Context: an optimization exercise on an open-source flow, tuned for small area, a short achievable clock period and few clock cycles per item. The choices shown serve that exercise and are no tape-out recipe.
No run shown here included a check of the RTL's function; only the layout flow was run.
Power is estimated from default activity; no workload was simulated.

==> flow/design.v (outline; a module is shown in full before it is edited, if it fits) <==
// module array_mul_top: 1781 lines
// module mul_fa: 4 lines
// module mul_ha: 4 lines
// module mul_han: 4 lines
module array_mul_top (
   input  logic        clk,
   input  logic        arst_n,
   input  logic        in_valid,
   input  logic        para_mode,
   input  logic [15:0] a,
   input  logic [15:0] b,
   output logic        out_valid,
   output logic [31:0] p
);
  // ...
==> flow/run.sh <==
#!/bin/bash
# synth_recipe.tcl (not shown) runs the flow's synth.tcl, then flattens the netlist and writes it again
# the make line also repeats each setting of config.mk as NAME=value (left out here)
make -C /OpenROAD-flow-scripts/flow DESIGN_CONFIG=/design/flow/config.mk WORK_HOME=/design/flow/orfs CLKGATE_MAP_FILE= SYNTH_SCRIPT=/design/flow/synth_recipe.tcl finish
==> flow/config.mk <==
export PLATFORM = sky130hd
export DESIGN_NAME = array_mul_top
export DESIGN_NICKNAME = array_mul_top
export VERILOG_FILES = /design/flow/design.v
export SDC_FILE = /design/flow/constraint.sdc
export NUM_CORES = 4
export LEC_CHECK = 0
export CAP_MARGIN = 20
export CORE_MARGIN = 2
export CORE_UTILIZATION = 40
export SLEW_MARGIN = 20
export SYNTH_HIERARCHICAL = 1
export SYNTH_MINIMUM_KEEP_SIZE = 0
==> flow/constraint.sdc <==
create_clock -name core_clock -period 6.0 [get_ports {clk}]
set_input_delay 1.2000 -clock core_clock [delete_from_list [all_inputs] [get_ports {clk}]]
set_output_delay 1.2000 -clock core_clock [all_outputs]
set_load 0.01 [all_outputs]
==> reports/qor_table.md, run 1 <==
| Parameter | Value | Unit |
|---|---|---|
| Clock transition at path regs | 60 | ps |
| Dominant combinational cell family by area after synthesis | adder cells | - |
| Via-per-instance ratio | 4.87 | - |
| Root buffer selected by CTS | sky130_fd_sc_hd__clkbuf_16 | - |
| Count of flip-flops with a built-in enable after synthesis | 0 | - |
| Area fraction in compound gates after synthesis | 0.0412 | - |
| Largest incremental delay on the critical path | 550 | ps |
| Finish-stage setup viols | 0 | - |
| Wire length of the first global-routing pass | 33000 | um |
| Cells after synthesis | 911 | - |
| Power attributed to sequential cells | 731 | uW |
| Worst Setup Start Kind | register | - |
| Proportion of power drawn by the clock network | 0.140 | - |
| Total number of sequential cells | 68 | - |
| Routed met1 length | 8320 | um |
| Layout Cell Area excl Fill | 9740 | sq um |
| Switch Pwr | 1620 | uW |
| Placement Cell Area | 9430 | sq um |
| Hold WS | 988 | ps |
| Fraction of final layout cells sized beyond drive strength 1 | 0.0559 | - |
| Outcome | complete, no violations | - |
| Portion of total power attributed to combinational logic | 0.674 | - |
| Number of filler cells placed in the layout | 2034 | - |
| Actual transition at the worst max-transition pin | 756 | ps |
| Met3 wire length | 1340 | um |
| Area overhead of the layout relative to synthesis | 12.6 | % |
| Horizontal die dimension | 151 | um |
| Total Nets Final | 1204 | - |
| Worst setup margin | 786 | ps |
| Post_cts resized | 0 | - |
| Chain of cells forming the critical path | fa_1, fa_1, inv_1, ha_1, a21o_1, a21boi_0, o211ai_1, a2bb2oi_2, nor2b_1, xnor2_1, clkdlybuf4s50_1 | - |
| Critical path endpoint | p[25] | - |
| Well-tap cell count | 275 | - |
| GR peak layer | met2 | - |
| Setup repair after global routing missed its margin | false | - |
| Worst setup path startpoint | fc89_q1 | - |
| Routed length per instance | 16.2 | um |
| Vertical extent of the die | 151 | um |
| Clock buffer count in the final layout | 9 | - |
| Worst voltage drop across the vdd grid | 0.000230 | V |
| Die footprint | 22800 | sq um |
| I/O Buffers | 68 | - |
| Residual DRC | 0 | - |
| Pre-CTS setup slack | 577 | ps |
| Weighted congestion at the end of routability-driven global placement | 0.895 | - |
==> run 2: changes to the inputs <==
--- a/flow/config.mk
+++ b/flow/config.mk
@@ -8,6 +8,8 @@
 export CAP_MARGIN = 20
 export CORE_MARGIN = 2
 export CORE_UTILIZATION = 40
+export GPL_TIMING_DRIVEN = 1
+export SETUP_SLACK_MARGIN = 1.5
 export SLEW_MARGIN = 20
 export SYNTH_HIERARCHICAL = 1
 export SYNTH_MINIMUM_KEEP_SIZE = 0
==> run 2 against run 1 <==
Cell count increased by 2.3%. Fmax up 18%. Setup slack improved by 790 ps. Synthesized cell count did not move. Total power increased by 5.1%.
==> reports/qor_table.md, run 2 <==
| Parameter | Value | Unit | vs previous |
|---|---|---|---|
| Leading cell types by total area after synthesis | sky130_fd_sc_hd__fa_1, sky130_fd_sc_hd__dfxtp_1, sky130_fd_sc_hd__nand2_1, sky130_fd_sc_hd__ha_1, sky130_fd_sc_hd__inv_1 | - |  |
| Via-per-instance ratio | 4.89 | - | +0.56% |
| Number of unique standard cell types used by synthesis | 39 | - |  |
| Grt met1 use | 0.253 | - |  |
| Die footprint | 22800 | sq um | unchanged |
| Most common cell after layout, fill and taps aside | sky130_fd_sc_hd__nand2_1 | - |  |
| Count of hold-fix buffers inserted at cts | 0 | - |  |
| Residual DRC | 0 | - | unchanged |
| FF/Latch Area | 1370 | sq um |  |
| Final hold violation count | 0 | - |  |
| Data required time at the worst endpoint | 6220 | ps |  |
| Total Neg Setup Slack | 0 | ps |  |
| Cells after synthesis | 911 | - | unchanged |
| Area of combinational cells with multiple inputs | 6590 | sq um |  |
| Final Power | 4130 | uW |  |
| Most frequent cell after synthesis | sky130_fd_sc_hd__nand2_1 | - |  |
| Top library cells by usage in the layout, fill and taps aside | sky130_fd_sc_hd__nand2_1, sky130_fd_sc_hd__fa_1, sky130_fd_sc_hd__inv_1, sky130_fd_sc_hd__dfxtp_1, sky130_fd_sc_hd__buf_4 | - |  |
| CTS Buf Count | 9 | - |  |
| Crit Path Category | in -> reg | - |  |
| Switch Pwr | 1710 | uW | +5.9% |
| Primary FF master, synth | sky130_fd_sc_hd__dfxtp_1 | - |  |
| Synthesis-stage register bit count | 68 | - |  |
| Average instance area after synthesis | 9.50 | sq um |  |
| Portion of total power attributed to combinational logic | 0.686 | - | +0.012 |
| Router iterations before antenna repair | 5 | - |  |
| Layout Cell Area excl Fill | 10200 | sq um | +4.7% |
| Part of the total power dissipated in sequential elements | 0.177 | - |  |
| Final antenna diode count | 0 | - |  |
| Vertical extent of the die | 151 | um | unchanged |
| Routed length per instance | 16.1 | um | -0.78% |
| Clock tree from TritonCTS | yes | - |  |
| Routed vias | 6039 | - |  |
| Post-route antenna net violation count | 0 | - |  |
| Pin count of the biggest net entering global routing | 17 | - |  |
| Chain of cells forming the critical path | clkdlybuf4s50_1, buf_6, nor2b_1, buf_4, nand2_1, fa_1, fa_1, fa_1, fa_1, fa_1 | - |  |
| Fraction of final layout cells sized beyond drive strength 1 | 0.148 | - | +0.0922 |
| Kind of end point of the critical path | register | - |  |
| Core area | 21200 | sq um |  |
| Root buffer selected by CTS | sky130_fd_sc_hd__clkbuf_16 | - |  |
| Slew HR | 0.575 | - |  |
| Synthesized netlist net count | 1189 | - |  |
| Proportion of power drawn by the clock network | 0.137 | - | -0.003 |
| Path type of the worst min-delay path | in -> async | - |  |
| Starting utilization of the core area | 0.409 | - |  |
| Clock Path Buffers | 2 | - |  |
| Crit path arrival time | 4640 | ps |  |
| Clock transition at path regs | 50 | ps | about the same |
| Net switching share of the total power | 0.414 | - |  |
| HPWL after detailed placement | 15600 | um |  |
| Setup repair after global routing missed its margin | true | - |  |
| Overall global routing resource usage | 0.190 | - |  |
| Post-route clock period utilization | 0.737 | - |  |
| Placement Cell Area | 9450 | sq um | +0.16% |
| GRT met2 Usage | 0.315 | - |  |
| Post-synthesis async set-or-reset flop share | 0.0147 | - |  |
| Sequential area share after synthesis | 0.158 | - |  |
| GR Layer Usage met3 | 0.0395 | - |  |
| Worst voltage drop across the vdd grid | 0.000231 | V | about the same |
| Power Dens Cells | 406 | nW/um^2 |  |
| Number of antenna violations at the first check in global routing | 0 | - |  |
| Count of flip-flops with a built-in enable after synthesis | 0 | - | unchanged |
| Min cycle time layout | 4420 | ps |  |
| Count of routing violations after the opening detailed-route iteration | 376 | - |  |
| Horizontal die dimension | 151 | um | unchanged |
| Sinks on the clock net | 68 | - |  |
| Wire length of the first global-routing pass | 32800 | um | -0.56% |
| Count of warnings emitted by yosys | 7 | - |  |
| Finish-stage setup viols | 0 | - | unchanged |
| Number of max-slew violations in the final report | 0 | - |  |
| Share of the synthesized area in the top cell type | 0.458 | - |  |
| H-Tree Level Count | 3 | - |  |
| Post-layout util | 0.482 | - |  |
| Maximum clock frequency | 226 | MHz |  |
| Worst path slowest cell | sky130_fd_sc_hd__fa_1 | - |  |
| Vias in the first global route | 6518 | - |  |
| Cell accounting for the most synthesized area | sky130_fd_sc_hd__fa_1 | - |  |
| Standard-cell row count | 53 | - |  |
| Cell-internal power | 2420 | uW |  |
| Overflow after GRT | 0 | - |  |
| Top cells by instance count after synthesis | sky130_fd_sc_hd__nand2_1, sky130_fd_sc_hd__fa_1, sky130_fd_sc_hd__inv_1 | - |  |
| Highest net fanout along the worst path | 9 | - |  |
| Count of maximum capacitance violations | 0 | - |  |
| DRT Wirelength | 19900 | um |  |
| Total Nets Final | 1232 | - | +2.3% |
| Outcome | complete, no violations | - |  |
| Netlist Area Pre-Place | 8650 | sq um |  |
| Actual transition at the worst max-transition pin | 638 | ps | -119 ps |
| Number of filler cells placed in the layout | 1981 | - | -2.6% |
| I/O Buffers | 68 | - | unchanged |
| Worst Setup Start Kind | input pin | - |  |
| GR peak layer | met2 | - |  |
| Most repeated library cell on the critical path | sky130_fd_sc_hd__fa_1 | - |  |
| Static leakage | 0.00434 | uW |  |
| Largest incremental delay on the critical path | 560 | ps | about the same |
| Number of top-level pins | 69 | - |  |
| Weighted congestion at the end of routability-driven global placement | 0.895 | - | unchanged |
| Area overhead of the layout relative to synthesis | 17.8 | % |  |
[run 2: cell types whose count changed in the layout (fill, tap and decap cells not counted), sizes merged]
cell | previous run | this run
clkdlybuf4s50 | 68 | 31
clkbuf | 9 | 18
clkinv | 0 | 2
inv | 126 | 122
bufinv | 1 | 2
dlymetal6s2s | 0 | 7
clkdlybuf4s15 | 0 | 3
buf | 31 | 65
dlygate4sd2 | 0 | 13
[run 2: logic make-up (layout without fill, tap and decap cells)]
family | Yosys count | in the layout | share of synthesized area
AO/OA/AOI/OAI | 51 | 51 | 0.0412
flip-flops | 68 | 68 | 0.158
buffers and inverters | 217 | 265 | 0.108
XOR/XNOR | 25 | 25 | 0.0262
adder cells (fa/ha/maj) | 242 | 242 | 0.522
AND/OR/NAND/NOR | 308 | 308 | 0.145
[run 2: final cells by class]
| class | count | area share |
|---|---|---|
| clock buffers | 10 | 0.0225 |
| clock inverters | 6 | 0.00871 |
| inverters | 122 | 0.0449 |
| multi-input cells | 626 | 0.646 |
| flip-flops and latches | 68 | 0.134 |
| well taps | 275 | 0.0337 |
| repair buffers | 127 | 0.110 |
[run 2: worst max-delay path by stage]
stage / start / end / slack [ps] / cells after the start
2_1_floorplan: a[8] / p10_q1 / 1460 / 13
3_3_place_gp: para_mode / p25_q1 / 670 / 10
3_5_place_dp: para_mode / p10_q1 / 640 / 12
4_1_cts: a[1] / p10_q1 / 1500 / 13
5_1_grt: a[1] / p10_q1 / 1410 / 13
6_report: a[12] / fs77_q1 / 1580 / 10
[run 2: Yosys stat by module, one instance, submodules excluded]
module         flip-flops and latches  area [sq um]  times used
array_mul_top                      68          4340           1
mul_fa                              0          20.0         195
mul_han                             0          27.5          15
[run 2: layer usage]
layer,vias up,part of all wire,wire [um]
met5,-,0,0
met4,0,0.019,372
met3,29,0.075,1490
met2,223,0.48,9600
met1,3044,0.42,8410
li1,2743,-,-
[run 2: repair_timing]
action,CTS,global route
setup endpoints to repair,51,34
gates resized for setup,77,71
pin swaps,11,26
buffers inserted,13,13
[run 2: worst max-delay path, delay by kind of cell]
kind / cells / cell delay, ps
adders and majority gates: 5 / 2420
buffers and inverters: 3 / 790
and+or+nand+nor: 2 / 220
[run 2: power groups by stage]
| stage | registers, uW | clock network, uW | logic (uW) |
|---|---|---|---|
| 2_1_floorplan | 718 | 0 | 2100 |
| 5_1_grt | 753 | 601 | 3230 |
| 4_1_cts | 735 | 585 | 2780 |
| 6_report | 732 | 568 | 2830 |
| 3_5_place_dp | 744 | 0 | 2720 |
| 3_3_place_gp | 742 | 0 | 2670 |
[run 2: through the flow]
step / std cells / hold slack, ps / setup slack, ps
CTS: 1221 / 983 / 1500
detailed placement: 1192 / 1350 / 640
global route: 1234 / 988 / 1410
finish: 1234 / 995 / 1580
global placement: 1192 / 1350 / 673
floorplan: 911 / 904 / 1460

-- what the ideal ports hide --
The flow's constraints put no driver on any port. The routed layouts listed below were extracted and timed again, unchanged, in two steps.
Step 1 assumes that a clkbuf_16 drives the clock port and a buf_2 every other input.
Step 2 adds t to the input delays and takes it off the output delays; t is the mean of the earliest and latest rising clock arrival at the registers after step 1. Input paths then give back, and output paths get back, about the clock's delay inside the block.
Three values: ideal, step 1, step 2; two values: the first two.
run | t (ns) | setup slack, ns | latest minus earliest clock arrival (ns) | worst register clock-pin slew, ns | worst data-port slew with drivers (ns)
run 1 | 0.394 | 0.786 / 0.739 / 0.538 | 0.012 / 0.012 | 0.06 / 0.06 | 0.05
run 2 | 0.387 | 1.580 / 1.589 / 1.217 | 0.011 / 0.011 | 0.06 / 0.06 | 0.05
After both steps every run listed still meets setup and hold. For run 2, which loses most, drivers alone change the setup slack by +0.009 ns; drivers and shift together by -0.363 ns.
